Context: an optimization exercise on an open-source flow, tuned for small area, a short achievable clock period and few clock cycles. The choices shown serve that exercise and are no tape-out recipe. RTL that was checked went through simulation tests only; none was proved equivalent to the original. No functional check of the RTL was part of runs 1 and 2. Power is estimated from default activity; no workload was simulated.

==> design.v <==
package systolic_pkg;
    localparam int GRID_SIZE = 4;
    localparam int DATA_WIDTH = 8;
    localparam int ACC_WIDTH  = 20;
    localparam int NUM_DIGITS = DATA_WIDTH / 2;
    localparam int DVEC_WIDTH = 3 * NUM_DIGITS;
    localparam int HALF = GRID_SIZE / 2;
endpackage
`timescale 1ns/1ps
import systolic_pkg::*;
module operand_prep (
    input  logic                            clk,
    input  logic                            rst,
    input  logic                            in_req,
    input  logic                            in_first,
    input  logic                            in_last,
    input  logic [GRID_SIZE*DATA_WIDTH-1:0] a_col,
    input  logic [GRID_SIZE*DATA_WIDTH-1:0] b_row,
    output logic                            in_ack,
    output logic                            start,
    output logic                            acc_en,
    output logic                            acc_clear,
    output logic                            acc_fin,
    output logic [HALF*DVEC_WIDTH-1:0]      a_op,
    output logic [GRID_SIZE*DATA_WIDTH-1:0] b_op
);
    function automatic logic [2:0] booth_digit(input logic [2:0] g);
        booth_digit[0] = g[1] ^ g[0];
        booth_digit[1] = (g[2] & ~g[1] & ~g[0]) | (~g[2] & g[1] & g[0]);
        booth_digit[2] = g[2];
    endfunction
    function automatic logic [DVEC_WIDTH-1:0] booth_recode(input logic [DATA_WIDTH-1:0] v);
        logic [DATA_WIDTH:0] ext;
        ext = {v, 1'b0};
        for (int k = 0; k < NUM_DIGITS; k++) begin
            booth_recode[3*k +: 3] = booth_digit(ext[2*k +: 3]);
        end
    endfunction
    logic                       accept;
    logic                       ph_a;
    logic                       ph_b;
    logic                       ph_c;
    logic                       run_first;
    logic                       run_last;
    logic                       last_d;
    logic [HALF*DVEC_WIDTH-1:0] a_hi_dig;
    logic [HALF*DVEC_WIDTH-1:0] a_lo_dig;
    logic [HALF*DVEC_WIDTH-1:0] a_lo_q;
    assign accept = in_req & ~in_ack;
    assign start  = accept & in_first;
    always_ff @(posedge clk or negedge rst) begin
        if (!rst) begin
            in_ack <= 1'b0;
            ph_a   <= 1'b0;
            ph_b   <= 1'b0;
            ph_c   <= 1'b0;
        end else begin
            in_ack <= in_req;
            ph_a   <= accept;
            ph_b   <= ph_a;
            ph_c   <= ph_b;
        end
    end
    always_comb begin
        for (int r = 0; r < HALF; r++) begin
            a_hi_dig[r*DVEC_WIDTH +: DVEC_WIDTH] = booth_recode(a_col[(r+HALF)*DATA_WIDTH +: DATA_WIDTH]);
            a_lo_dig[r*DVEC_WIDTH +: DVEC_WIDTH] = booth_recode(a_col[r*DATA_WIDTH +: DATA_WIDTH]);
        end
    end
    always_ff @(posedge clk) begin
        a_lo_q <= a_lo_dig;
        a_op   <= accept ? a_hi_dig : a_lo_q;
    end
    always_ff @(posedge clk) begin
        if (accept) begin
            run_first <= in_first;
            run_last  <= in_last;
            b_op      <= b_row;
        end
        if (ph_a) begin
            last_d  <= run_last;
        end
    end
    assign acc_en    = ph_b | ph_c;
    assign acc_clear = run_first;
    assign acc_fin   = ph_c & last_d;
endmodule
`timescale 1ns/1ps
import systolic_pkg::*;
module booth_pe (
    input  logic                    clk,
    input  logic                    en,
    input  logic                    clear,
    input  logic [3*NUM_DIGITS-1:0] d,
    input  logic [DATA_WIDTH-1:0]   b,
    output logic [ACC_WIDTH-1:0]    x,
    output logic [ACC_WIDTH-1:0]    y
);
    logic pp0_0;
    logic pp0_1;
    logic pp0_2;
    logic pp0_3;
    logic pp0_4;
    logic pp0_5;
    logic pp0_6;
    logic pp0_7;
    logic pp0_8;
    logic pp0_8n;
    logic pp1_0;
    logic pp1_1;
    logic pp1_2;
    logic pp1_3;
    logic pp1_4;
    logic pp1_5;
    logic pp1_6;
    logic pp1_7;
    logic pp1_8;
    logic pp1_8n;
    logic pp2_0;
    logic pp2_1;
    logic pp2_2;
    logic pp2_3;
    logic pp2_4;
    logic pp2_5;
    logic pp2_6;
    logic pp2_7;
    logic pp2_8;
    logic pp2_8n;
    logic pp3_0;
    logic pp3_1;
    logic pp3_2;
    logic pp3_3;
    logic pp3_4;
    logic pp3_5;
    logic pp3_6;
    logic pp3_7;
    logic pp3_8;
    logic pp3_8n;
    logic s1_1;
    logic s1_2;
    logic s1_3;
    logic s1_4;
    logic s1_5;
    logic s1_6;
    logic s1_7;
    logic s1_8;
    logic s1_9;
    logic s1_10;
    logic s1_11;
    logic s1_12;
    logic s1_13;
    logic s1_14;
    logic s1_15;
    logic s1_16;
    logic s1_17;
    logic s1_18;
    logic s1_19;
    logic s1_20;
    logic s1_21;
    logic s1_22;
    logic s1_23;
    logic s1_24;
    logic s1_25;
    logic s1_26;
    logic s1_27;
    logic s1_28;
    logic s1_29;
    logic s1_30;
    logic s1_31;
    logic s1_32;
    logic s1_33;
    logic s1_34;
    logic s1_35;
    logic s1_36;
    logic s1_37;
    logic s1_38;
    logic s1_39;
    logic s1_40;
    logic s1_41;
    logic s1_42;
    logic s1_43;
    logic s1_44;
    logic s1_45;
    logic s1_46;
    logic s1_47;
    logic s1_48;
    logic s1_49;
    logic s1_50;
    logic s1_51;
    logic s1_52;
    logic s1_53;
    logic s1_54;
    logic s1_55;
    logic s1_56;
    logic s1_57;
    logic s1_58;
    logic s1_59;
    logic s1_60;
    logic s1_61;
    logic s1_62;
    logic s1_63;
    logic s1_64;
    logic s1_65;
    logic s1_66;
    logic s1_67;
    logic s1_68;
    logic s1_69;
    logic s1_70;
    logic s1_71;
    logic s1_72;
    logic s1_73;
    logic s1_74;
    logic s1_75;
    logic s1_76;
    logic s1_77;
    logic s1_78;
    logic s1_79;
    logic s1_80;
    logic s1_81;
    logic s1_82;
    logic s1_83;
    logic s1_84;
    logic s1_85;
    logic s1_86;
    logic s1_87;
    logic s1_88;
    logic [ACC_WIDTH-1:0] r0_q;
    logic [ACC_WIDTH-1:0] r1_q;
    logic [ACC_WIDTH-1:0] y_nxt;
    logic [ACC_WIDTH-1:0] base;
    logic [ACC_WIDTH-1:0] row0;
    logic [ACC_WIDTH-1:0] row1;
    assign y_nxt = en ? x : y;
    assign base  = clear ? '0 : y_nxt;
    assign pp0_0 = (d[0] & b[0]) ^ d[2];
    assign pp0_1 = ((d[0] & b[1]) | (d[1] & b[0])) ^ d[2];
    assign pp0_2 = ((d[0] & b[2]) | (d[1] & b[1])) ^ d[2];
    assign pp0_3 = ((d[0] & b[3]) | (d[1] & b[2])) ^ d[2];
    assign pp0_4 = ((d[0] & b[4]) | (d[1] & b[3])) ^ d[2];
    assign pp0_5 = ((d[0] & b[5]) | (d[1] & b[4])) ^ d[2];
    assign pp0_6 = ((d[0] & b[6]) | (d[1] & b[5])) ^ d[2];
    assign pp0_7 = ((d[0] & b[7]) | (d[1] & b[6])) ^ d[2];
    assign pp0_8 = ((d[0] & b[7]) | (d[1] & b[7])) ^ d[2];
    assign pp0_8n = ~pp0_8;
    assign pp1_0 = (d[3] & b[0]) ^ d[5];
    assign pp1_1 = ((d[3] & b[1]) | (d[4] & b[0])) ^ d[5];
    assign pp1_2 = ((d[3] & b[2]) | (d[4] & b[1])) ^ d[5];
    assign pp1_3 = ((d[3] & b[3]) | (d[4] & b[2])) ^ d[5];
    assign pp1_4 = ((d[3] & b[4]) | (d[4] & b[3])) ^ d[5];
    assign pp1_5 = ((d[3] & b[5]) | (d[4] & b[4])) ^ d[5];
    assign pp1_6 = ((d[3] & b[6]) | (d[4] & b[5])) ^ d[5];
    assign pp1_7 = ((d[3] & b[7]) | (d[4] & b[6])) ^ d[5];
    assign pp1_8 = ((d[3] & b[7]) | (d[4] & b[7])) ^ d[5];
    assign pp1_8n = ~pp1_8;
    assign pp2_0 = (d[6] & b[0]) ^ d[8];
    assign pp2_1 = ((d[6] & b[1]) | (d[7] & b[0])) ^ d[8];
    assign pp2_2 = ((d[6] & b[2]) | (d[7] & b[1])) ^ d[8];
    assign pp2_3 = ((d[6] & b[3]) | (d[7] & b[2])) ^ d[8];
    assign pp2_4 = ((d[6] & b[4]) | (d[7] & b[3])) ^ d[8];
    assign pp2_5 = ((d[6] & b[5]) | (d[7] & b[4])) ^ d[8];
    assign pp2_6 = ((d[6] & b[6]) | (d[7] & b[5])) ^ d[8];
    assign pp2_7 = ((d[6] & b[7]) | (d[7] & b[6])) ^ d[8];
    assign pp2_8 = ((d[6] & b[7]) | (d[7] & b[7])) ^ d[8];
    assign pp2_8n = ~pp2_8;
    assign pp3_0 = (d[9] & b[0]) ^ d[11];
    assign pp3_1 = ((d[9] & b[1]) | (d[10] & b[0])) ^ d[11];
    assign pp3_2 = ((d[9] & b[2]) | (d[10] & b[1])) ^ d[11];
    assign pp3_3 = ((d[9] & b[3]) | (d[10] & b[2])) ^ d[11];
    assign pp3_4 = ((d[9] & b[4]) | (d[10] & b[3])) ^ d[11];
    assign pp3_5 = ((d[9] & b[5]) | (d[10] & b[4])) ^ d[11];
    assign pp3_6 = ((d[9] & b[6]) | (d[10] & b[5])) ^ d[11];
    assign pp3_7 = ((d[9] & b[7]) | (d[10] & b[6])) ^ d[11];
    assign pp3_8 = ((d[9] & b[7]) | (d[10] & b[7])) ^ d[11];
    assign pp3_8n = ~pp3_8;
    assign s1_1 = pp0_4 ^ pp1_2;
    assign s1_2 = pp0_4 & pp1_2;
    assign s1_3 = pp0_5 ^ pp1_3;
    assign s1_4 = pp0_5 & pp1_3;
    assign s1_5 = pp0_6 ^ pp1_4 ^ pp2_2;
    assign s1_6 = (pp0_6 & pp1_4) | (pp0_6 & pp2_2) | (pp1_4 & pp2_2);
    assign s1_7 = pp3_0 ^ d[11];
    assign s1_8 = pp3_0 & d[11];
    assign s1_9 = pp0_7 ^ pp1_5 ^ pp2_3;
    assign s1_10 = (pp0_7 & pp1_5) | (pp0_7 & pp2_3) | (pp1_5 & pp2_3);
    assign s1_11 = pp3_1 ^ base[7];
    assign s1_12 = pp3_1 & base[7];
    assign s1_13 = pp0_8n ^ pp1_6 ^ pp2_4;
    assign s1_14 = (pp0_8n & pp1_6) | (pp0_8n & pp2_4) | (pp1_6 & pp2_4);
    assign s1_15 = pp3_2 ^ base[8] ^ 1'b1;
    assign s1_16 = (pp3_2 & base[8]) | (pp3_2 & 1'b1) | (base[8] & 1'b1);
    assign s1_17 = pp1_7 ^ pp2_5 ^ pp3_3;
    assign s1_18 = (pp1_7 & pp2_5) | (pp1_7 & pp3_3) | (pp2_5 & pp3_3);
    assign s1_19 = base[9] ^ 1'b1;
    assign s1_20 = base[9] & 1'b1;
    assign s1_21 = pp1_8n ^ pp2_6 ^ pp3_4;
    assign s1_22 = (pp1_8n & pp2_6) | (pp1_8n & pp3_4) | (pp2_6 & pp3_4);
    assign s1_23 = pp2_7 ^ pp3_5;
    assign s1_24 = pp2_7 & pp3_5;
    assign s1_25 = pp0_2 ^ pp1_0;
    assign s1_26 = pp0_2 & pp1_0;
    assign s1_27 = pp0_3 ^ pp1_1;
    assign s1_28 = pp0_3 & pp1_1;
    assign s1_29 = s1_1 ^ pp2_0 ^ d[8];
    assign s1_30 = (s1_1 & pp2_0) | (s1_1 & d[8]) | (pp2_0 & d[8]);
    assign s1_31 = s1_2 ^ s1_3 ^ pp2_1;
    assign s1_32 = (s1_2 & s1_3) | (s1_2 & pp2_1) | (s1_3 & pp2_1);
    assign s1_33 = s1_4 ^ s1_5 ^ s1_7;
    assign s1_34 = (s1_4 & s1_5) | (s1_4 & s1_7) | (s1_5 & s1_7);
    assign s1_35 = s1_6 ^ s1_8 ^ s1_9;
    assign s1_36 = (s1_6 & s1_8) | (s1_6 & s1_9) | (s1_8 & s1_9);
    assign s1_37 = s1_10 ^ s1_12 ^ s1_13;
    assign s1_38 = (s1_10 & s1_12) | (s1_10 & s1_13) | (s1_12 & s1_13);
    assign s1_39 = s1_14 ^ s1_16 ^ s1_17;
    assign s1_40 = (s1_14 & s1_16) | (s1_14 & s1_17) | (s1_16 & s1_17);
    assign s1_41 = s1_18 ^ s1_20 ^ s1_21;
    assign s1_42 = (s1_18 & s1_20) | (s1_18 & s1_21) | (s1_20 & s1_21);
    assign s1_43 = s1_22 ^ s1_23 ^ base[11];
    assign s1_44 = (s1_22 & s1_23) | (s1_22 & base[11]) | (s1_23 & base[11]);
    assign s1_45 = s1_24 ^ pp2_8n ^ pp3_6;
    assign s1_46 = (s1_24 & pp2_8n) | (s1_24 & pp3_6) | (pp2_8n & pp3_6);
    assign s1_47 = pp3_7 ^ base[13];
    assign s1_48 = pp3_7 & base[13];
    assign s1_49 = pp0_0 ^ d[2];
    assign s1_50 = pp0_0 & d[2];
    assign s1_51 = pp0_1 ^ base[1];
    assign s1_52 = pp0_1 & base[1];
    assign s1_53 = s1_25 ^ d[5] ^ base[2];
    assign s1_54 = (s1_25 & d[5]) | (s1_25 & base[2]) | (d[5] & base[2]);
    assign s1_55 = s1_26 ^ s1_27 ^ base[3];
    assign s1_56 = (s1_26 & s1_27) | (s1_26 & base[3]) | (s1_27 & base[3]);
    assign s1_57 = s1_28 ^ s1_29 ^ base[4];
    assign s1_58 = (s1_28 & s1_29) | (s1_28 & base[4]) | (s1_29 & base[4]);
    assign s1_59 = s1_30 ^ s1_31 ^ base[5];
    assign s1_60 = (s1_30 & s1_31) | (s1_30 & base[5]) | (s1_31 & base[5]);
    assign s1_61 = s1_32 ^ s1_33 ^ base[6];
    assign s1_62 = (s1_32 & s1_33) | (s1_32 & base[6]) | (s1_33 & base[6]);
    assign s1_63 = s1_34 ^ s1_35 ^ s1_11;
    assign s1_64 = (s1_34 & s1_35) | (s1_34 & s1_11) | (s1_35 & s1_11);
    assign s1_65 = s1_36 ^ s1_37 ^ s1_15;
    assign s1_66 = (s1_36 & s1_37) | (s1_36 & s1_15) | (s1_37 & s1_15);
    assign s1_67 = s1_38 ^ s1_39 ^ s1_19;
    assign s1_68 = (s1_38 & s1_39) | (s1_38 & s1_19) | (s1_39 & s1_19);
    assign s1_69 = s1_40 ^ s1_41 ^ base[10];
    assign s1_70 = (s1_40 & s1_41) | (s1_40 & base[10]) | (s1_41 & base[10]);
    assign s1_71 = s1_42 ^ s1_43 ^ 1'b1;
    assign s1_72 = (s1_42 & s1_43) | (s1_42 & 1'b1) | (s1_43 & 1'b1);
    assign s1_73 = s1_44 ^ s1_45 ^ base[12];
    assign s1_74 = (s1_44 & s1_45) | (s1_44 & base[12]) | (s1_45 & base[12]);
    assign s1_75 = s1_46 ^ s1_47 ^ 1'b1;
    assign s1_76 = (s1_46 & s1_47) | (s1_46 & 1'b1) | (s1_47 & 1'b1);
    assign s1_77 = s1_48 ^ pp3_8n ^ base[14];
    assign s1_78 = (s1_48 & pp3_8n) | (s1_48 & base[14]) | (pp3_8n & base[14]);
    assign s1_79 = base[15] ^ 1'b1;
    assign s1_80 = base[15] & 1'b1;
    assign s1_81 = base[16] ^ 1'b1;
    assign s1_82 = base[16] & 1'b1;
    assign s1_83 = base[17] ^ 1'b1;
    assign s1_84 = base[17] & 1'b1;
    assign s1_85 = base[18] ^ 1'b1;
    assign s1_86 = base[18] & 1'b1;
    assign s1_87 = base[19] ^ 1'b1;
    assign s1_88 = base[19] & 1'b1;
    always_ff @(posedge clk) begin
        r0_q[0] <= s1_49;
        r1_q[0] <= base[0];
        r0_q[1] <= s1_50;
        r1_q[1] <= s1_51;
        r0_q[2] <= s1_52;
        r1_q[2] <= s1_53;
        r0_q[3] <= s1_54;
        r1_q[3] <= s1_55;
        r0_q[4] <= s1_56;
        r1_q[4] <= s1_57;
        r0_q[5] <= s1_58;
        r1_q[5] <= s1_59;
        r0_q[6] <= s1_60;
        r1_q[6] <= s1_61;
        r0_q[7] <= s1_62;
        r1_q[7] <= s1_63;
        r0_q[8] <= s1_64;
        r1_q[8] <= s1_65;
        r0_q[9] <= s1_66;
        r1_q[9] <= s1_67;
        r0_q[10] <= s1_68;
        r1_q[10] <= s1_69;
        r0_q[11] <= s1_70;
        r1_q[11] <= s1_71;
        r0_q[12] <= s1_72;
        r1_q[12] <= s1_73;
        r0_q[13] <= s1_74;
        r1_q[13] <= s1_75;
        r0_q[14] <= s1_76;
        r1_q[14] <= s1_77;
        r0_q[15] <= s1_78;
        r1_q[15] <= s1_79;
        r0_q[16] <= s1_80;
        r1_q[16] <= s1_81;
        r0_q[17] <= s1_82;
        r1_q[17] <= s1_83;
        r0_q[18] <= s1_84;
        r1_q[18] <= s1_85;
        r0_q[19] <= s1_86;
        r1_q[19] <= s1_87;
    end
    assign row0[0] = r0_q[0];
    assign row0[1] = r0_q[1];
    assign row0[2] = r0_q[2];
    assign row0[3] = r0_q[3];
    assign row0[4] = r0_q[4];
    assign row0[5] = r0_q[5];
    assign row0[6] = r0_q[6];
    assign row0[7] = r0_q[7];
    assign row0[8] = r0_q[8];
    assign row0[9] = r0_q[9];
    assign row0[10] = r0_q[10];
    assign row0[11] = r0_q[11];
    assign row0[12] = r0_q[12];
    assign row0[13] = r0_q[13];
    assign row0[14] = r0_q[14];
    assign row0[15] = r0_q[15];
    assign row0[16] = r0_q[16];
    assign row0[17] = r0_q[17];
    assign row0[18] = r0_q[18];
    assign row0[19] = r0_q[19];
    assign row1[0] = r1_q[0];
    assign row1[1] = r1_q[1];
    assign row1[2] = r1_q[2];
    assign row1[3] = r1_q[3];
    assign row1[4] = r1_q[4];
    assign row1[5] = r1_q[5];
    assign row1[6] = r1_q[6];
    assign row1[7] = r1_q[7];
    assign row1[8] = r1_q[8];
    assign row1[9] = r1_q[9];
    assign row1[10] = r1_q[10];
    assign row1[11] = r1_q[11];
    assign row1[12] = r1_q[12];
    assign row1[13] = r1_q[13];
    assign row1[14] = r1_q[14];
    assign row1[15] = r1_q[15];
    assign row1[16] = r1_q[16];
    assign row1[17] = r1_q[17];
    assign row1[18] = r1_q[18];
    assign row1[19] = r1_q[19];
    always_ff @(posedge clk) begin
        if (en) begin
            x <= row0 + row1;
        end
    end
    always_ff @(posedge clk) begin
        y <= y_nxt;
    end
endmodule
`timescale 1ns/1ps
import systolic_pkg::*;
module pe_grid (
    input  logic                                     clk,
    input  logic                                     en,
    input  logic                                     clear,
    input  logic [HALF*DVEC_WIDTH-1:0]               a_op,
    input  logic [GRID_SIZE*DATA_WIDTH-1:0]          b_op,
    output logic [GRID_SIZE*GRID_SIZE*ACC_WIDTH-1:0] acc
);
    for (genvar r = 0; r < HALF; r++) begin : g_row
        for (genvar j = 0; j < GRID_SIZE; j++) begin : g_col
            booth_pe i_pe (
                .clk   (clk),
                .en    (en),
                .clear (clear),
                .d     (a_op[r*DVEC_WIDTH +: DVEC_WIDTH]),
                .b     (b_op[j*DATA_WIDTH +: DATA_WIDTH]),
                .x     (acc[(r*GRID_SIZE+j)*ACC_WIDTH +: ACC_WIDTH]),
                .y     (acc[((r+HALF)*GRID_SIZE+j)*ACC_WIDTH +: ACC_WIDTH])
            );
        end
    end
endmodule
`timescale 1ns/1ps
import systolic_pkg::*;
module result_collector (
    input  logic clk,
    input  logic rst,
    input  logic start,
    input  logic fin,
    output logic done
);
    always_ff @(posedge clk or negedge rst) begin
        if (!rst) begin
            done <= 1'b0;
        end else if (start) begin
            done <= 1'b0;
        end else if (fin) begin
            done <= 1'b1;
        end
    end
endmodule
`timescale 1ns/1ps
import systolic_pkg::*;
module systolic_mac_top (
    input  logic                                     clk,
    input  logic                                     rst,
    input  logic                                     in_req,
    input  logic                                     in_first,
    input  logic                                     in_last,
    input  logic [GRID_SIZE*DATA_WIDTH-1:0]          a_col,
    input  logic [GRID_SIZE*DATA_WIDTH-1:0]          b_row,
    output logic                                     in_ack,
    output logic [GRID_SIZE*GRID_SIZE*ACC_WIDTH-1:0] c_mat,
    output logic                                     done
);
    logic                            start;
    logic                            acc_en;
    logic                            acc_clear;
    logic                            acc_fin;
    logic [HALF*DVEC_WIDTH-1:0]      a_op;
    logic [GRID_SIZE*DATA_WIDTH-1:0] b_op;
    operand_prep i_operand_prep (
        .clk       (clk),
        .rst       (rst),
        .in_req    (in_req),
        .in_first  (in_first),
        .in_last   (in_last),
        .a_col     (a_col),
        .b_row     (b_row),
        .in_ack    (in_ack),
        .start     (start),
        .acc_en    (acc_en),
        .acc_clear (acc_clear),
        .acc_fin   (acc_fin),
        .a_op      (a_op),
        .b_op      (b_op)
    );
    pe_grid i_pe_grid (
        .clk   (clk),
        .en    (acc_en),
        .clear (acc_clear),
        .a_op  (a_op),
        .b_op  (b_op),
        .acc   (c_mat)
    );
    result_collector i_result_collector (
        .clk      (clk),
        .rst      (rst),
        .start    (start),
        .fin      (acc_fin),
        .done     (done)
    );
endmodule
==> run.sh <==
#!/bin/bash
# synth_recipe.tcl (not shown) runs the flow's synth.tcl, then flattens the netlist and writes it again
# the make line also repeats each setting of config.mk as NAME=value (left out here)
make -C /OpenROAD-flow-scripts/flow DESIGN_CONFIG=/design/flow/config.mk WORK_HOME=/design/flow/orfs CLKGATE_MAP_FILE= SYNTH_SCRIPT=/design/flow/synth_recipe.tcl finish
==> config.mk <==
export PLATFORM = sky130hd
export DESIGN_NAME = systolic_mac_top
export DESIGN_NICKNAME = systolic_mac_top
export VERILOG_FILES = /design/flow/design.v
export SDC_FILE = /design/flow/constraint.sdc
export NUM_CORES = 4
export LEC_CHECK = 0
export CAP_MARGIN = 20
export CORE_MARGIN = 2
export CORE_UTILIZATION = 40
export SLEW_MARGIN = 20
==> constraint.sdc <==
create_clock -name core_clock -period 5.5 [get_ports {clk}]
set_input_delay 1.1000 -clock core_clock [delete_from_list [all_inputs] [get_ports {clk}]]
set_output_delay 1.1000 -clock core_clock [all_outputs]
set_load 0.01 [all_outputs]
==> results.py, run 1 <==
metrics = {
    "sta": {
        "final_max_slew_viol_count": 0,
        "maxSlewHeadroom_pct": 29.9,
        "rsz0062_at_grt": "no",
        "fin_crit_sh_pct": 61.4,
        "fin_skew_ps": 26.4,
        "setup-violations-final": 0,
        "tightest_slew_ps": 1050,
        "post-route-min-period_ps": 3380,
        "clock.fmax_mhz": 296,
        "hold_viol_final": 0,
        "tns_ps": 0,
    },
    "global_route": {
        "grt_pass1_wl_mm": 154,
        "gr-total-overflow": 0,
        "grt_use_total_pct": 20.1,
        "antenna_found_initial": 5,
        "grt_max_degree": 132,
        "grt_pass1_vias": 26500,
    },
    "critical_path": {
        "arrival_ps": 3890,
        "crit_chain": "buf_4 -> o21ai_0 -> xor2_1 -> fa_1 -> inv_1 -> fa_1 -> inv_1 -> fa_1",
        "crit_family": "adder cells",
        "cp_num_buf_inv": 3,
        "slowest_delay_ps": 1010,
        "end_kind": "flop",
        "startpoint_type": "flop",
        "slowest_stage": "dfxtp_1",
        "worst-path-max-fanout": 26,
        "worst_path_most_repeated_cell": "fa_1",
        "required_ps": 6010,
        "critPathKind": "flop to flop",
    },
    "status": {
        "outcome": "complete, no violations",
    },
    "floorplan": {
        "fp.dieH_um": 313,
        "core_area_mm2": 0.0949,
        "die-area_mm2": 0.0982,
        "num_rows": 113,
        "start_util_pct": 40.4,
        "pin_count": 391,
        "die_x_um": 313,
    },
    "cts": {
        "ctsHoldBuffers": 0,
        "clockBufferDepth": 3,
        "cts_resized": 0,
        "cts_tree": "built",
        "clkLatencyLatePin_ps": 650,
        "cts_setup_buffers": 0,
        "cts_sinks": 728,
        "cts_htree_levels": 3,
        "clkSlewWorstSetupHoldPaths_ps": 60,
        "cts-buffers-inserted": 84,
        "root_buffer": "clkbuf_16",
    },
    "synthesis": {
        "synth_seq_cells": 728,
        "synth_nets": 3950,
        "syn_area_per_cell_um2": 11.1,
        "synthesis.area_mm2": 0.0383,
        "syn_inst": 3435,
        "async_flop_share_pct": 0.687,
        "ys_types": 65,
        "synth_edf_count": 195,
        "synth_top_flop_cell": "dfxtp_1",
        "yosys_warnings": 3,
        "yosysSeqAreaShare_pct": 43.2,
    },
    "drt": {
        "via_count": 25900,
        "drc": 0,
        "antenna_left": 0,
        "drt-initial-drc-count": 1444,
        "firstDrtPassIters": 6,
        "routed_via_density": 5.10,
        "wire_per_inst_um": 19.5,
        "wirelength_mm": 99.3,
    },
    "layout": {
        "final_common_cell": "dfxtp_1",
        "syn2layout_area_growth_pct": 20.4,
        "design_area_mm2": 0.0461,
        "fill_cells": 8672,
        "drive_gt1_share_pct": 9.71,
        "final_util_pct": 48.6,
        "layout_common_cells": "516 x dfxtp_1, 390 x clkdlybuf4s50_1, 302 x xnor2_1",
        "finish.net_count": 4263,
    },
    "power_and_ir_drop": {
        "power.density_mw_per_mm2": 644,
        "leakagePower_nw": 18.7,
        "peakVddDrop_uv": 360,
    },
    "hold_path": {
        "hold_path.class": "flop to flop",
    },
    "placed_design": {
        "post_dp_cell_area_mm2": 0.0434,
        "port_buffers": 390,
        "dpl.hpwl_mm": 71.2,
        "gp_congestion": 0.833,
    },
    "flow_run": {
        "cap_viol_max_count": 0,
    },
}
power by group:
part,total [W],leakage [nW],switching (W),internal [W]
clock network,0.00551,1.35,0.00229,0.00322
registers,0.00969,6.38,0.00126,0.00844
logic,0.0145,11.0,0.00738,0.00709
layout make-up:
class,instances,area [um^2],area share [%]
diodes,2,5.00,0.0109
well taps,1265,1580,3.43
flip-flops and latches,728,16600,36.0
multi-input cells,2267,20100,43.6
repair buffers,427,4210,9.13
clock buffers,115,2370,5.14
inverters,240,908,1.97
clock inverters,43,350,0.760
final timing paths:
kind | slack, ps | to | start | cells past startpoint
max in group asynchronous | 4470 | i_operand_prep.ph_b | rst | 1
setup / recovery | 2120 | i_pe_grid.g_row[0].g_col[0].i_pe.r1_q[10] | i_operand_prep.a_op[3] | 8
hold / removal | 400 | i_operand_prep.ph_b | i_operand_prep.ph_a | 0
hold reg to reg | 400 | i_operand_prep.ph_b | i_operand_prep.ph_a | 0
setup reg to reg | 2120 | i_pe_grid.g_row[0].g_col[0].i_pe.r1_q[10] | i_operand_prep.a_op[3] | 8
min in group asynchronous | 750 | i_operand_prep.ph_c | rst | 1
metrics by stage:
step / hold WS, ps / setup WS (ps) / power, W / cells
finish: 396 / 2120 / 0.0297 / 5087
global route: 414 / 2010 / 0.0321 / 5086
CTS: 401 / 2140 / 0.0301 / 5085
detailed placement: 388 / 2150 / 0.0244 / 4927
global placement: 374 / 2170 / 0.0242 / 4927
floorplan: 354 / 964 / 0.0190 / 3435
cells by family (layout without fill, tap and decap cells):
logic type	Yosys count	after routing	synth area share (%)
AOI/OAI and AO/OA	657	657	11.7
xor gates and xnor gates	425	425	9.72
adders and majority gates	446	446	18.5
buffers and inverters	440	825	4.32
DFF	728	728	43.2
muxes	168	168	4.84
other	0	2	0
and+or+nand+nor	571	571	7.68
sequential cells by signal, summed over array words and instances, names as in the netlist, 24 cells and up:
register / count
i_pe_grid.g_row.g_col.i_pe.r0_q: 160
i_pe_grid.g_row.g_col.i_pe.r1_q: 160
i_pe_grid.g_row.g_col.i_pe.x: 160
i_pe_grid.g_row.g_col.i_pe.y: 160
i_operand_prep.b_op: 32
i_operand_prep.a_lo_q: 24
i_operand_prep.a_op: 24
routing by layer:
layer / track usage [%] / routed length [um]
met1: 26.2 / 43800
met2: 34.5 / 48400
met3: 3.27 / 4850
met4: 5.38 / 2280
met5: 0 / 0
synthesized netlist by cell type (10+ instances only):
master | n | area share (%)
inv_1 | 238 | 2.3
ha_1 | 246 | 8.0
fa_1 | 200 | 10
nor3_1 | 39 | 0.51
xor2_1 | 123 | 2.8
mux2_2 | 136 | 4.0
a211oi_1 | 24 | 0.47
nand4_1 | 10 | 0.16
or2_2 | 33 | 0.54
nand3_1 | 38 | 0.50
or3_1 | 16 | 0.26
edfxtp_1 | 195 | 15
nor2b_1 | 125 | 2.0
nand2_1 | 131 | 1.3
clkbuf_1 | 171 | 1.7
nand2b_1 | 44 | 0.72
buf_1 | 26 | 0.25
o211ai_1 | 21 | 0.41
o21bai_1 | 27 | 0.53
o21a_1 | 15 | 0.29
and2_1 | 20 | 0.33
nor2_1 | 92 | 0.90
a22oi_1 | 225 | 4.4
dfxtp_1 | 528 | 28
a31oi_1 | 19 | 0.31
o21ai_0 | 112 | 1.5
a21o_1 | 37 | 0.73
mux2i_1 | 32 | 0.84
xnor2_1 | 302 | 6.9
a21oi_1 | 107 | 1.4
==> run 2, diff against run 1 <==
--- a/config.mk
+++ b/config.mk
@@ -9,3 +9,5 @@
 export CORE_MARGIN = 2
 export CORE_UTILIZATION = 40
+export SETUP_SLACK_MARGIN = 2.0
 export SLEW_MARGIN = 20
+export TNS_END_PERCENT = 100
==> results.py, run 2 <==
metrics = {
    "global_route": {
        "grt_max_degree": 104,
        "antenna_found_initial": 9,
        "grt_pass1_wl_mm": 156,
        "gr-total-overflow": 0,
        "grt_use_total_pct": 20.5,
        "grt_pass1_vias": 27100,
    },
    "sta": {
        "fin_skew_ps": 35.7,
        "hold_viol_final": 0,
        "tns_ps": 0,
        "final_max_slew_viol_count": 0,
        "setup-violations-final": 0,
        "fin_crit_sh_pct": 58.4,
        "post-route-min-period_ps": 3210,
        "clock.fmax_mhz": 311,
        "maxSlewHeadroom_pct": 23.7,
        "rsz0062_at_grt": "no",
        "tightest_slew_ps": 1140,
    },
    "cts": {
        "cts-buffers-inserted": 83,
        "clkSlewWorstSetupHoldPaths_ps": 60,
        "cts_sinks": 728,
        "cts_setup_buffers": 0,
        "clkLatencyLatePin_ps": 660,
        "ctsHoldBuffers": 0,
        "root_buffer": "clkbuf_16",
        "clockBufferDepth": 3,
        "cts_tree": "built",
        "cts_resized": 0,
        "cts_htree_levels": 3,
    },
    "floorplan": {
        "die-area_mm2": 0.0982,
        "fp.dieH_um": 313,
        "die_x_um": 313,
        "num_rows": 113,
        "core_area_mm2": 0.0949,
        "pin_count": 391,
        "start_util_pct": 40.4,
    },
    "placed_design": {
        "port_buffers": 390,
        "gp_congestion": 0.853,
        "dpl.hpwl_mm": 71.5,
    },
    "drt": {
        "wl_met1_mm": 42.5,
        "drc": 0,
        "via_count": 26000,
        "routed_via_density": 5.12,
        "antenna_left": 0,
        "wl_met2_mm": 49.0,
        "top_layer": "met5",
        "wl_met3_mm": 6.52,
        "wirelength_mm": 101,
        "firstDrtPassIters": 8,
        "wire_per_inst_um": 19.8,
        "drt-initial-drc-count": 1456,
    },
    "layout": {
        "finish.net_count": 4266,
        "final_common_cell": "dfxtp_1",
        "drive_gt1_share_pct": 9.85,
        "layout_common_cells": "518 x dfxtp_1, 390 x clkdlybuf4s50_1, 302 x xnor2_1",
        "syn2layout_area_growth_pct": 20.6,
    },
    "synthesis": {
        "syn_area_per_cell_um2": 11.1,
        "synth_top_area_share_pct": 27.6,
        "synth_edf_count": 195,
        "yosys_warnings": 3,
        "synthTopCellsByCount": "528 x dfxtp_1, 302 x xnor2_1, 246 x ha_1",
        "yosys.area.top_type": "dfxtp_1",
        "synth_area_leaders": "dfxtp_1 28%, edfxtp_1 15%, fa_1 10%, ha_1 8.0%, xnor2_1 6.9%",
        "synth_most_common_cell": "dfxtp_1",
        "async_flop_share_pct": 0.687,
        "synth_top_flop_cell": "dfxtp_1",
        "synthesis.area_mm2": 0.0383,
        "synth_seq_cells": 728,
        "synth_nets": 3950,
        "ys_types": 65,
        "syn_inst": 3435,
        "yosysSeqAreaShare_pct": 43.2,
    },
    "critical_path": {
        "end_kind": "flop",
        "startpoint_type": "flop",
        "required_ps": 6030,
        "worst-path-max-fanout": 91,
        "arrival_ps": 3740,
        "critPathKind": "flop to flop",
        "reg2reg_slack_ps": 2290,
    },
    "flow_run": {
        "cap_viol_max_count": 0,
    },
    "power_and_ir_drop": {
        "power.density_mw_per_mm2": 647,
        "peakVddDrop_uv": 337,
        "leakagePower_nw": 18.8,
        "p_total_w": 0.0299,
    },
    "status": {
        "outcome": "complete, no violations",
    },
    "hold_path": {
        "hold_path.class": "flop to flop",
    },
}
## run 2: cell types whose count changed in the layout (fill, tap and decap cells not counted), sizes merged, moves of 2 or more
cell and change:
diode +3, inv -7, clkbuf +9, buf +4, clkinvlp +2, clkinv -8
## run 2: cells by family after synthesis
group | after synthesis | synth area share (%)
muxes | 168 | 4.84
AOI/OAI and AO/OA | 657 | 11.7
and+or+nand+nor | 571 | 7.68
DFF | 728 | 43.2
adders and majority gates | 446 | 18.5
buffers and inverters | 440 | 4.32
xor gates and xnor gates | 425 | 9.72
## run 2: path summary, 6_finish.rpt
check                                    start                                        to  depth (start not counted)
max reg2reg                i_operand_prep.ph_b  i_pe_grid.g_row[0].g_col[2].i_pe.r1_q[9]                          9
min                        i_operand_prep.ph_a                       i_operand_prep.ph_b                          0
min in group asynchronous                  rst                     i_operand_prep.in_ack                          1
max in group asynchronous                  rst                       i_operand_prep.ph_a                          1
max                        i_operand_prep.ph_b  i_pe_grid.g_row[0].g_col[2].i_pe.r1_q[9]                          9
min reg2reg                i_operand_prep.ph_a                       i_operand_prep.ph_b                          0
## run 2: layout make-up
cell class	instances	area, um^2
Multi-Input combinational cell	2267	20100
Fill cell	8716	48700
Timing Repair Buffer	431	4220
Tap cell	1265	1580
Sequential cell	728	16600
Inverter	240	908
Clock buffer	124	2540
Clock inverter	29	250
Antenna cell	5	12.5
## run 2: through the flow
stage / setup slack (ps) / util, % / hold slack [ps] / cells / area, um^2
after floorplan: 2360 / - / 354 / 3435 / 38300
after global placement: 2310 / 45.7 / 368 / 4931 / 43400
after detailed placement: 2270 / 45.7 / 371 / 4931 / 43400
after CTS: 2240 / 48.7 / 379 / 5084 / 46200
after global routing: 2120 / 48.7 / 396 / 5086 / 46200
final: 2290 / 48.7 / 378 / 5089 / 46200
## run 2: critical path: stages (launching register included)
cell and delay, ps:
dfrtp_1 380, nor2_4 110, inv_8 550, buf_4 450
mux2_2 390, nand2b_1 70, ha_1 140, inv_1 50
fa_1 520, fa_1 410
## run 2: metal layers
metal | GRT usage, % | vias up
li1 | - | 12500
met5 | 0 | -
met4 | 6.50 | 8
met3 | 4.30 | 164
met1 | 26.0 | 12700
met2 | 35.1 | 654
## run 2: power by group
group          switching, W  leakage [nW]  internal, W
Clock               0.00227          1.38      0.00334
Combinational       0.00748          11.0      0.00710
Sequential          0.00125          6.38      0.00843
==> run 3, diff against run 2 <==
--- a/design.v
+++ b/design.v
@@ -55,4 +55,5 @@
             ph_b   <= 1'b0;
             ph_c   <= 1'b0;
+            acc_en <= 1'b0;
         end else begin
             in_ack <= in_req;
@@ -60,4 +61,5 @@
             ph_b   <= ph_a;
             ph_c   <= ph_b;
+            acc_en <= ph_a | ph_b;
         end
     end
@@ -82,5 +84,4 @@
         end
     end
-    assign acc_en    = ph_b | ph_c;
     assign acc_clear = run_first;
     assign acc_fin   = ph_c & last_d;
==> results.py, run 3 <==
metrics = {
    "status": {
        "outcome": "complete, no violations",
    },
    "drt": {
        "antenna_left": 0,
        "via_count": 26500,
        "firstDrtPassIters": 6,
        "wirelength_mm": 97.9,
        "drc": 0,
        "drt-initial-drc-count": 1514,
        "routed_via_density": 5.12,
        "wire_per_inst_um": 18.9,
    },
    "critical_path": {
        "crit_start": "i_operand_prep.a_op[0]",
        "crit_chain": "buf_4 -> a22oi_1 -> xor2_1 -> fa_1 -> inv_1 -> fa_1 -> fa_1",
        "critPathKind": "flop to flop",
        "crit_family": "adder cells",
        "r2r_cells": 7,
        "end_kind": "flop",
        "reg2reg_from": "i_operand_prep.a_op[0]",
        "worst-path-max-fanout": 23,
        "slowest_delay_ps": 950,
        "slowest_stage": "dfxtp_1",
        "arrival_ps": 3750,
        "required_ps": 6040,
        "cp_num_buf_inv": 2,
        "timing.rr.end": "i_pe_grid.g_row[0].g_col[3].i_pe.r1_q[6]",
        "worst_path_most_repeated_cell": "fa_1",
        "reg2reg_slack_ps": 2290,
        "startpoint_type": "flop",
    },
    "cts": {
        "root_buffer": "clkbuf_16",
        "cts_setup_buffers": 0,
        "cts_tree": "built",
        "cts_sinks": 729,
        "clkSlewWorstSetupHoldPaths_ps": 60,
        "cts-buffers-inserted": 82,
        "clkLatencyLatePin_ps": 660,
        "clockBufferDepth": 3,
        "cts_htree_levels": 3,
    },
    "layout": {
        "final_util_pct": 48.4,
        "final_common_cell": "dfxtp_1",
        "design_area_mm2": 0.0467,
        "layout_common_cells": "516 x dfxtp_1, 390 x clkdlybuf4s50_1, 294 x xnor2_1",
        "fin_cells": 5179,
        "drive_gt1_share_pct": 10.2,
        "finish.net_count": 4348,
        "fill_cells": 8840,
        "diodes": 0,
        "syn2layout_area_growth_pct": 20.2,
    },
    "synthesis": {
        "synth_seq_cells": 729,
        "yosys_warnings": 3,
        "yosys.area.top_type": "dfxtp_1",
        "synth_area_leaders": "dfxtp_1 27%, edfxtp_1 15%, fa_1 10%, ha_1 7.9%, xnor2_1 6.6%",
        "synthTopCellsByCount": "528 x dfxtp_1, 294 x xnor2_1, 256 x inv_1",
        "async_flop_share_pct": 0.823,
        "synth_top_area_share_pct": 27.2,
        "synth_most_common_cell": "dfxtp_1",
        "yosysSeqAreaShare_pct": 42.6,
        "syn_inst": 3521,
        "synth_top_flop_cell": "dfxtp_1",
        "synth_nets": 4036,
        "synthesis.area_mm2": 0.0389,
        "synth_edf_count": 195,
        "syn_area_per_cell_um2": 11.0,
        "ys_types": 70,
    },
    "flow_run": {
        "cap_viol_max_count": 0,
    },
    "floorplan": {
        "fp.dieH_um": 316,
        "die-area_mm2": 0.0997,
        "die_x_um": 316,
        "pin_count": 391,
        "start_util_pct": 40.2,
        "core_area_mm2": 0.0966,
        "num_rows": 114,
    },
    "sta": {
        "post-route-min-period_ps": 3210,
        "fin_crit_sh_pct": 58.4,
        "final_max_slew_viol_count": 0,
        "clock.fmax_mhz": 311,
        "setup-violations-final": 0,
        "maxSlewHeadroom_pct": 28.7,
        "hold_viol_final": 0,
        "rsz0062_at_grt": "no",
        "fin_skew_ps": 18.2,
        "tightest_slew_ps": 1070,
        "tns_ps": 0,
    },
    "hold_path": {
        "hold_path_startpoint": "i_operand_prep.ph_b",
        "whs_path_depth": 0,
        "holdPathEnd": "i_operand_prep.ph_c",
        "hold_path.class": "flop to flop",
    },
    "power_and_ir_drop": {
        "power.density_mw_per_mm2": 650,
        "peakVddDrop_uv": 313,
        "leakagePower_nw": 19.1,
    },
    "global_route": {
        "grt_pass1_wl_mm": 153,
        "grt_use_total_pct": 19.6,
        "gr-total-overflow": 0,
        "grt_max_degree": 70,
        "grt_pass1_vias": 27100,
        "antenna_found_initial": 5,
    },
    "placed_design": {
        "port_buffers": 390,
        "dp.cells": 5025,
        "post_dp_cell_area_mm2": 0.0441,
        "dpl.hpwl_mm": 71.9,
        "gp_congestion": 0.867,
    },
}
==> run 3: changes by cell type after synthesis, moves of 11 or more <==
cell      change
o21ai_0      -13
nor2_1       +13
inv_1        +18
o211ai_1     -16
o21a_1       +11
a21oi_1      +41
nand3_1      -20
nor3_1       -15
o31ai_1      +19
a21o_1       +27
==> run 3: worst max-delay path by stage <==
stage / slack (ps) / end / cells past startpoint
2_1_floorplan: 1780 / i_pe_grid.g_row[1].g_col[3].i_pe.r1_q[8] / 7
3_3_place_gp: 2200 / i_pe_grid.g_row[0].g_col[3].i_pe.r1_q[10] / 8
3_5_place_dp: 2130 / i_pe_grid.g_row[0].g_col[3].i_pe.r1_q[10] / 8
4_1_cts: 2140 / i_pe_grid.g_row[0].g_col[3].i_pe.r1_q[10] / 8
5_1_grt: 2160 / i_pe_grid.g_row[0].g_col[3].i_pe.r1_q[6] / 7
6_report: 2290 / i_pe_grid.g_row[0].g_col[3].i_pe.r1_q[6] / 7
==> run 3: what timing repair did <==
item	in CTS	in global routing
setup endpoints to repair	0	1
endpoints found under the hold margin	0	0
gates resized for setup	0	1
hold buffers	0	0
==> run 3: where the power goes <==
part	switching (W)	internal, W
registers	0.00121	0.00844
clock network	0.00233	0.00305
logic	0.00799	0.00735
total	0.0115	0.0188
==> run 3: area by class of cell <==
type | count | area, um^2 | area share [%]
Clock buffer | 101 | 2180 | 4.67
Clock inverter | 53 | 463 | 0.991
Sequential cell | 729 | 16600 | 35.5
Timing Repair Buffer | 440 | 4330 | 9.27
Inverter | 258 | 971 | 2.08
Tap cell | 1276 | 1600 | 3.42
Multi-Input combinational cell | 2322 | 20600 | 44.0
==> run 3: kinds of logic after synthesis <==
group           Yosys count  share of synthesized area [%]
compound gates          729                           12.9
flops                   729                           42.6
simple gates            557                           7.41
buf+inv                 470                           4.57
fa+ha+maj               446                           18.2
xor+xnor                418                           9.42
mux                     172                           4.87
==> run 3: per-layer routing <==
layer  routed length (um)  track usage (%)  vias up  part of all wire (%)
met4                 2140             5.73        8                   2.2
met5                   46                0        -                 0.047
met2                45700             31.7      692                    47
met1                44900             27.0    12900                    46
met3                 5160             3.36      140                   5.3
li1                     -                -    12800                     -
==> run 3: worst register-to-register path, stage by stage, from the launching register on <==
cell	delay, ps
dfxtp_1	950
buf_4	310
a22oi_1	100
xor2_1	200
fa_1	540
inv_1	50
fa_1	520
fa_1	410
==> run 3: through the flow <==
stage | power (W) | setup slack (ps) | hold slack, ps
3_3_place_gp | 0.0251 | 2200 | 350
6_report | 0.0304 | 2290 | 370
4_1_cts | 0.0308 | 2140 | 371
3_5_place_dp | 0.0252 | 2130 | 360
5_1_grt | 0.0329 | 2160 | 398
2_1_floorplan | 0.0197 | 1780 | 347
Testbench counts of run 3, summed over its fixed seeds: cycles 3,614.
==> run 4, diff against run 3 <==
--- a/config.mk
+++ b/config.mk
@@ -9,5 +9,5 @@
 export CORE_MARGIN = 2
 export CORE_UTILIZATION = 40
-export SETUP_SLACK_MARGIN = 2.0
+export SETUP_SLACK_MARGIN = 2.5
 export SLEW_MARGIN = 20
 export TNS_END_PERCENT = 100
==> results.py, run 4 <==
metrics = {
    "critical_path": {
        "slowest_delay_ps": 860,
        "cp_num_buf_inv": 1,
        "crit_chain": "a22oi_1 -> xor2_1 -> fa_1 -> inv_1 -> fa_1 -> fa_1",
        "worst-path-max-fanout": 16,
        "arrival_ps": 3460,
        "startpoint_type": "flop",
        "required_ps": 6010,
        "end_kind": "flop",
        "slowest_stage": "edfxtp_1",
        "worst_path_most_repeated_cell": "fa_1",
        "crit_family": "adder cells",
        "critPathKind": "flop to flop",
    },
    "placed_design": {
        "port_buffers": 390,
        "preCtsSetupSlack_ps": 2170,
        "dpl.hpwl_mm": 69.3,
        "gp_congestion": 0.828,
        "dp.cells": 5010,
    },
    "global_route": {
        "grt_use_total_pct": 19.2,
        "antenna_found_initial": 10,
        "grt_pass1_vias": 27200,
        "gr-total-overflow": 0,
        "grt_max_degree": 83,
        "grt_pass1_wl_mm": 152,
    },
    "sta": {
        "maxSlewHeadroom_pct": 27.7,
        "setup_slack_ps": 2560,
        "setup-violations-final": 0,
        "tightest_slew_ps": 1080,
        "fin_crit_sh_pct": 53.5,
        "final_max_slew_viol_count": 0,
        "clock.fmax_mhz": 340,
        "post-route-min-period_ps": 2940,
        "tns_ps": 0,
        "rsz0062_at_grt": "no",
        "fin_skew_ps": 22.4,
        "hold_viol_final": 0,
    },
    "floorplan": {
        "die-area_mm2": 0.0997,
        "die_x_um": 316,
        "core_area_mm2": 0.0966,
        "fp.dieH_um": 316,
        "pin_count": 391,
        "num_rows": 114,
        "start_util_pct": 40.2,
    },
    "synthesis": {
        "synth_nets": 4036,
        "syn_inst": 3521,
        "synth_most_common_cell": "dfxtp_1",
        "synth_top_area_share_pct": 27.2,
        "synth_area_leaders": "dfxtp_1 27%, edfxtp_1 15%, fa_1 10%, ha_1 7.9%, xnor2_1 6.6%",
        "synthTopCellsByCount": "528 x dfxtp_1, 294 x xnor2_1, 256 x inv_1",
        "yosys_warnings": 3,
        "synth_top_flop_cell": "dfxtp_1",
        "async_flop_share_pct": 0.823,
        "synth_seq_cells": 729,
        "ys_types": 70,
        "yosys.area.top_type": "dfxtp_1",
        "synthesis.area_mm2": 0.0389,
        "yosysSeqAreaShare_pct": 42.6,
        "synth_edf_count": 195,
        "syn_area_per_cell_um2": 11.0,
    },
    "cts": {
        "clkSlewWorstSetupHoldPaths_ps": 60,
        "root_buffer": "clkbuf_16",
        "clockBufferDepth": 3,
        "clkLatencyLatePin_ps": 650,
        "cts_sinks": 729,
        "cts-buffers-inserted": 81,
        "ctsHoldBuffers": 0,
        "cts_tree": "built",
        "cts_htree_levels": 3,
    },
    "status": {
        "outcome": "complete, no violations",
    },
    "layout": {
        "syn2layout_area_growth_pct": 22.5,
        "final_common_cell": "dfxtp_1",
        "seq_area_mm2": 0.0166,
        "drive_gt1_share_pct": 12.7,
        "layout_common_cells": "510 x dfxtp_1, 390 x clkdlybuf4s50_1, 294 x xnor2_1",
        "finish.net_count": 4380,
        "multi_input_area_mm2": 0.0208,
        "fin_cells": 5214,
        "fill_cells": 8765,
    },
    "power_and_ir_drop": {
        "p_sw_w": 0.0115,
        "p_total_w": 0.0308,
        "seqPwrFrac_pct": 31.3,
        "leakagePower_nw": 19.5,
        "switching_share_pct": 37.4,
        "power.density_mw_per_mm2": 648,
        "clkPwrFrac_pct": 18.4,
        "p_int_w": 0.0193,
        "pwr-share-comb_pct": 50.3,
        "peakVddDrop_uv": 313,
    },
    "flow_run": {
        "cap_viol_max_count": 0,
    },
    "drt": {
        "wire_per_inst_um": 18.4,
        "via_count": 26600,
        "wirelength_mm": 96.0,
        "drt-initial-drc-count": 1666,
        "antenna_left": 0,
        "routed_via_density": 5.10,
        "drc": 0,
        "firstDrtPassIters": 6,
    },
    "hold_path": {
        "hold_path.class": "flop to flop",
    },
}
[run 4: layout make-up]
class / instances / share of cell area (%)
multi-input combinational: 2322 / 43.8
sequential: 729 / 34.9
timing repair buffer: 473 / 10.0
clock buffer: 109 / 4.75
tap: 1276 / 3.35
inverter: 258 / 2.03
clock inverter: 42 / 1.11
antenna: 5 / 0.0263
[run 4: kinds of logic (layout without fill, tap and decap cells)]
family,Yosys count,in the layout,synth area share [%]
AO/OA/AOI/OAI,729,729,12.9
flip-flops,729,729,42.6
AND/OR/NAND/NOR,557,557,7.41
buffers and inverters,470,882,4.57
adder cells (fa/ha/maj),446,446,18.2
XOR/XNOR,418,418,9.42
multiplexers,172,172,4.87
other,0,5,0
[run 4: stage by stage]
| step | hold WS, ps | instance area (um^2) | utilization (%) |
|---|---|---|---|
| floorplan | 347 | 39300 | - |
| global placement | 349 | 44200 | 45.8 |
| detailed placement | 367 | 44200 | 45.8 |
| CTS | 371 | 47100 | 48.8 |
| global route | 375 | 47600 | 49.3 |
| finish | 373 | 47600 | 49.3 |
[run 4: worst register-to-register path, delay by kind of cell, from the launching register on]
family	cells	cell delay (ps)
DFF	1	860
AOI/OAI and AO/OA	1	180
xor gates and xnor gates	1	210
adders and majority gates	3	1530
buffers and inverters	1	50
[run 4: worst paths after layout]
kind,from,endpoint,slack (ps),depth (start not counted)
setup / recovery,i_operand_prep.b_op[10],i_pe_grid.g_row[0].g_col[1].i_pe.r1_q[6],2560,6
hold / removal,i_operand_prep.ph_b,i_operand_prep.ph_c,370,0
setup reg to reg,i_operand_prep.b_op[10],i_pe_grid.g_row[0].g_col[1].i_pe.r1_q[6],2560,6
hold reg to reg,i_operand_prep.ph_b,i_operand_prep.ph_c,370,0
max in group asynchronous,rst,i_operand_prep.acc_en,4530,1
min in group asynchronous,rst,i_operand_prep.in_ack,710,1
[run 4: per-layer routing]
metal  track usage (%)  vias up  share of wire (%)
met5                 0        -              0.068
met4              5.49       10                1.9
met3              3.39      111                4.8
met2              32.1      653                 48
met1              25.5    13000                 45
li1                  -    12800                  -
[run 4: repair_timing]
action | in CTS | in global routing
gates resized for setup | 9 | 13
endpoints found under the setup margin | 93 | 61
buffers inserted | 12 | 36
[run 4: power by group through the flow]
stage	clock (W)	combinational, W	sequential (W)
CTS	0.00583	0.0156	0.00974
finish	0.00567	0.0155	0.00966
global route	0.00605	0.0175	0.00991
floorplan	0	0.00990	0.00991
detailed placement	0	0.0155	0.00981
global placement	0	0.0153	0.00983
==> run 5, diff against run 4 <==
==> flow/run.sh (new file) <==
#!/bin/bash
# The standard layout (the standard.sh, standard synthesis included), with one change:
# the buffers that placement puts on every input and output port are sky130_fd_sc_hd__buf_2
# instead of the delay cell ORFS picks by default (clkdlybuf4s50_1, twice the area of buf_2).
set -euo pipefail
bash standard.sh 'BUFFER_PORTS_ARGS=-buffer_cell sky130_fd_sc_hd__buf_2' finish > standard_flow.log 2>&1
==> standard.sh (new file) <==
#!/bin/bash
# synth_recipe.tcl (not shown) runs the flow's synth.tcl, then flattens the netlist and writes it again
# the make line also repeats each setting of config.mk as NAME=value (left out here)
make -C /OpenROAD-flow-scripts/flow DESIGN_CONFIG=/design/flow/config.mk WORK_HOME=/design/flow/orfs CLKGATE_MAP_FILE= SYNTH_SCRIPT=/design/flow/synth_recipe.tcl "${@:-finish}"
removed: run.sh
==> results.py, run 5 <==
metrics = {
    "global_route": {
        "gr-total-overflow": 0,
        "grt_pass1_vias": 26800,
        "grt_max_degree": 90,
        "antenna_found_initial": 11,
        "grt_use_total_pct": 19.1,
        "grt_pass1_wl_mm": 150,
    },
    "synthesis": {
        "synth_nets": 4036,
        "synthTopCellsByCount": "528 x dfxtp_1, 294 x xnor2_1, 256 x inv_1",
        "syn_inst": 3521,
        "synth_top_area_share_pct": 27.2,
        "synth_area_leaders": "dfxtp_1 27%, edfxtp_1 15%, fa_1 10%, ha_1 7.9%, xnor2_1 6.6%",
        "syn_area_per_cell_um2": 11.0,
        "yosysSeqAreaShare_pct": 42.6,
        "async_flop_share_pct": 0.823,
        "synthesis.area_mm2": 0.0389,
        "synth_seq_cells": 729,
        "synth_top_flop_cell": "dfxtp_1",
        "synth_edf_count": 195,
        "synth_most_common_cell": "dfxtp_1",
        "yosys_warnings": 3,
        "yosys.area.top_type": "dfxtp_1",
        "ys_types": 70,
    },
    "drt": {
        "drc": 0,
        "firstDrtPassIters": 6,
        "wirelength_mm": 96.0,
        "routed_via_density": 5.09,
        "via_count": 26600,
        "drt-initial-drc-count": 1548,
        "antenna_left": 0,
        "wire_per_inst_um": 18.3,
    },
    "sta": {
        "post-route-min-period_ps": 2930,
        "rsz0062_at_grt": "yes",
        "setup-violations-final": 0,
        "maxSlewHeadroom_pct": 39.9,
        "final_max_slew_viol_count": 0,
        "fin_skew_ps": 27.1,
        "clock.fmax_mhz": 341,
        "hold_viol_final": 0,
        "whs_ps": 272,
        "tns_ps": 0,
        "fin_crit_sh_pct": 53.3,
        "tightest_slew_ps": 902,
    },
    "critical_path": {
        "slowest_stage": "edfxtp_1",
        "end_kind": "flop",
        "arrival_ps": 3450,
        "critPathKind": "flop to flop",
        "reg2reg_from": "i_operand_prep.b_op[2]",
        "worst_path_most_repeated_cell": "fa_1",
        "startpoint_type": "flop",
        "required_ps": 6020,
        "crit_start": "i_operand_prep.b_op[2]",
        "crit_chain": "a22oi_1 -> xor2_1 -> fa_1 -> inv_1 -> fa_1 -> fa_2",
        "worst-path-max-fanout": 16,
        "slowest_delay_ps": 830,
    },
    "power_and_ir_drop": {
        "switching_share_pct": 38.5,
        "power.density_mw_per_mm2": 648,
        "seqPwrFrac_pct": 32.4,
        "leakagePower_nw": 19.6,
        "p_int_w": 0.0183,
        "p_sw_w": 0.0115,
        "peakVddDrop_uv": 281,
        "pwr-share-comb_pct": 48.1,
        "clkPwrFrac_pct": 19.5,
    },
    "layout": {
        "finish.net_count": 4401,
        "drive_gt1_share_pct": 23.0,
        "syn2layout_area_growth_pct": 18.1,
        "final_common_cell": "dfxtp_1",
        "fin_cells": 5236,
        "layout_common_cells": "511 x dfxtp_1, 390 x buf_2, 294 x xnor2_1",
    },
    "hold_path": {
        "hold_path.class": "input port to asynchronous set/reset pin",
    },
    "floorplan": {
        "die-area_mm2": 0.0997,
        "fp.dieH_um": 316,
        "die_x_um": 316,
        "core_area_mm2": 0.0966,
        "pin_count": 391,
        "start_util_pct": 40.2,
        "num_rows": 114,
    },
    "cts": {
        "cts_sinks": 729,
        "clockBufferDepth": 3,
        "cts_tree": "built",
        "root_buffer": "clkbuf_16",
        "cts-buffers-inserted": 83,
        "clkLatencyLatePin_ps": 660,
        "cts_htree_levels": 3,
        "clkSlewWorstSetupHoldPaths_ps": 60,
        "ctsHoldBuffers": 0,
    },
    "flow_run": {
        "cap_viol_max_count": 0,
    },
    "placed_design": {
        "dp.cells": 5017,
        "dpl.hpwl_mm": 69.8,
        "gp_congestion": 0.845,
        "port_buffers": 390,
    },
    "status": {
        "outcome": "complete, no violations",
    },
}
-- run 5: cell counts after synthesis --
Identical to the previous run, type by type.
-- run 5: final cells by class --
class | count | area [um^2]
fillers | 8887 | 50600
multi-input cells | 2322 | 20800
flip-flops and latches | 729 | 16600
repair buffers | 492 | 2980
clock buffers | 117 | 2470
well taps | 1276 | 1600
inverters | 258 | 970
clock inverters | 38 | 449
diodes | 4 | 10.0
-- run 5: layer usage --
metal	vias up	global-route usage, %	wire [um]
li1	12900	-	-
met1	13000	25.6	43000
met2	615	31.6	46000
met3	131	3.16	4900
met4	12	5.84	1980
met5	-	0	91
-- run 5: worst paths after layout --
kind / to / slack [ps] / cells past startpoint
hold / removal: i_result_collector.done / 270 / 1
setup reg to reg: i_pe_grid.g_row[1].g_col[0].i_pe.r1_q[6] / 2570 / 6
max in group asynchronous: i_operand_prep.acc_en / 5050 / 1
setup / recovery: i_pe_grid.g_row[1].g_col[0].i_pe.r1_q[6] / 2570 / 6
hold reg to reg: i_operand_prep.ph_c / 380 / 0
min in group core_clock: i_operand_prep.ph_c / 380 / 0
-- run 5: stage by stage --
stage               utilization [%]  power [W]  setup WS, ps  cell area [um^2]
finish                         47.5     0.0298          2570             45900
global placement               43.8     0.0240          2300             42300
floorplan                         -     0.0198          1780             39300
CTS                            47.2     0.0302          2500             45500
detailed placement             43.8     0.0241          2320             42300
global route                   47.5     0.0324          2460             45900
-- run 5: cells by family after synthesis --
| kind of cell | count (synthesis) | share of synthesized area [%] |
|---|---|---|
| AO/OA/AOI/OAI | 729 | 12.9 |
| XOR/XNOR | 418 | 9.42 |
| adder cells (fa/ha/maj) | 446 | 18.2 |
| buffers and inverters | 470 | 4.57 |
| flip-flops | 729 | 42.6 |
| multiplexers | 172 | 4.87 |
| AND/OR/NAND/NOR | 557 | 7.41 |
-- run 5: power groups by stage --
stage	sequential, W	combinational, W	clock, W
3_3_place_gp	0.00982	0.0142	0
5_1_grt	0.00987	0.0163	0.00619
6_report	0.00963	0.0143	0.00581
2_1_floorplan	0.00991	0.00990	0
4_1_cts	0.00971	0.0145	0.00597
3_5_place_dp	0.00980	0.0143	0
-- run 5: what timing repair did --
action | in CTS | in global routing
gates resized for setup | 13 | 8
hold endpoints to repair | 0 | 0
endpoints found under the setup margin | 57 | 46
gates cloned | 0 | 0
setup buffers | 32 | 28
-- run 5: critical path, delay by kind of cell (launching register included) --
kind	cells	cell delay [ps]
AO/OA/AOI/OAI	1	210
XOR/XNOR	1	190
adder cells (fa/ha/maj)	3	1510
buffers and inverters	1	50
flip-flops	1	830

-- afterwards: timing with drivers on the ports --
In the flow no input, the clock included, has a driving cell. The finished layouts below were timed again as built, in two steps.
Step 1: set_driving_cell puts a clkbuf_16 on clk and a buf_2 on each other input, an assumption about the parent block.
Step 2, shift: input delay + t, output delay - t, t = (earliest + latest rising clock arrival at the registers) / 2. This alone moves slack from input paths to output paths.
Three values: ideal, step 1, step 2; two values: the first two.
run | t, ns | setup WS [ns] | slew at the worst register clock pin (ns) | worst data-port slew with drivers (ns)
run 1 | 0.708 | 2.123 / 2.123 / 2.123 | 0.06 / 0.06 | 0.14
run 2 | 0.706 | 2.286 / 2.286 / 2.286 | 0.07 / 0.07 | 0.10
run 3 | 0.714 | 2.287 / 2.287 / 2.287 | 0.07 / 0.07 | 0.17
run 4 | 0.710 | 2.558 / 2.558 / 2.351 | 0.07 / 0.07 | 0.12
run 5 | 0.709 | 2.570 / 2.570 / 2.500 | 0.06 / 0.06 | 0.12
After both steps every run listed still meets setup and hold. The setup slack of run 4, which loses most, moves by 0.000 ns with the drivers and by -0.207 ns with both steps.
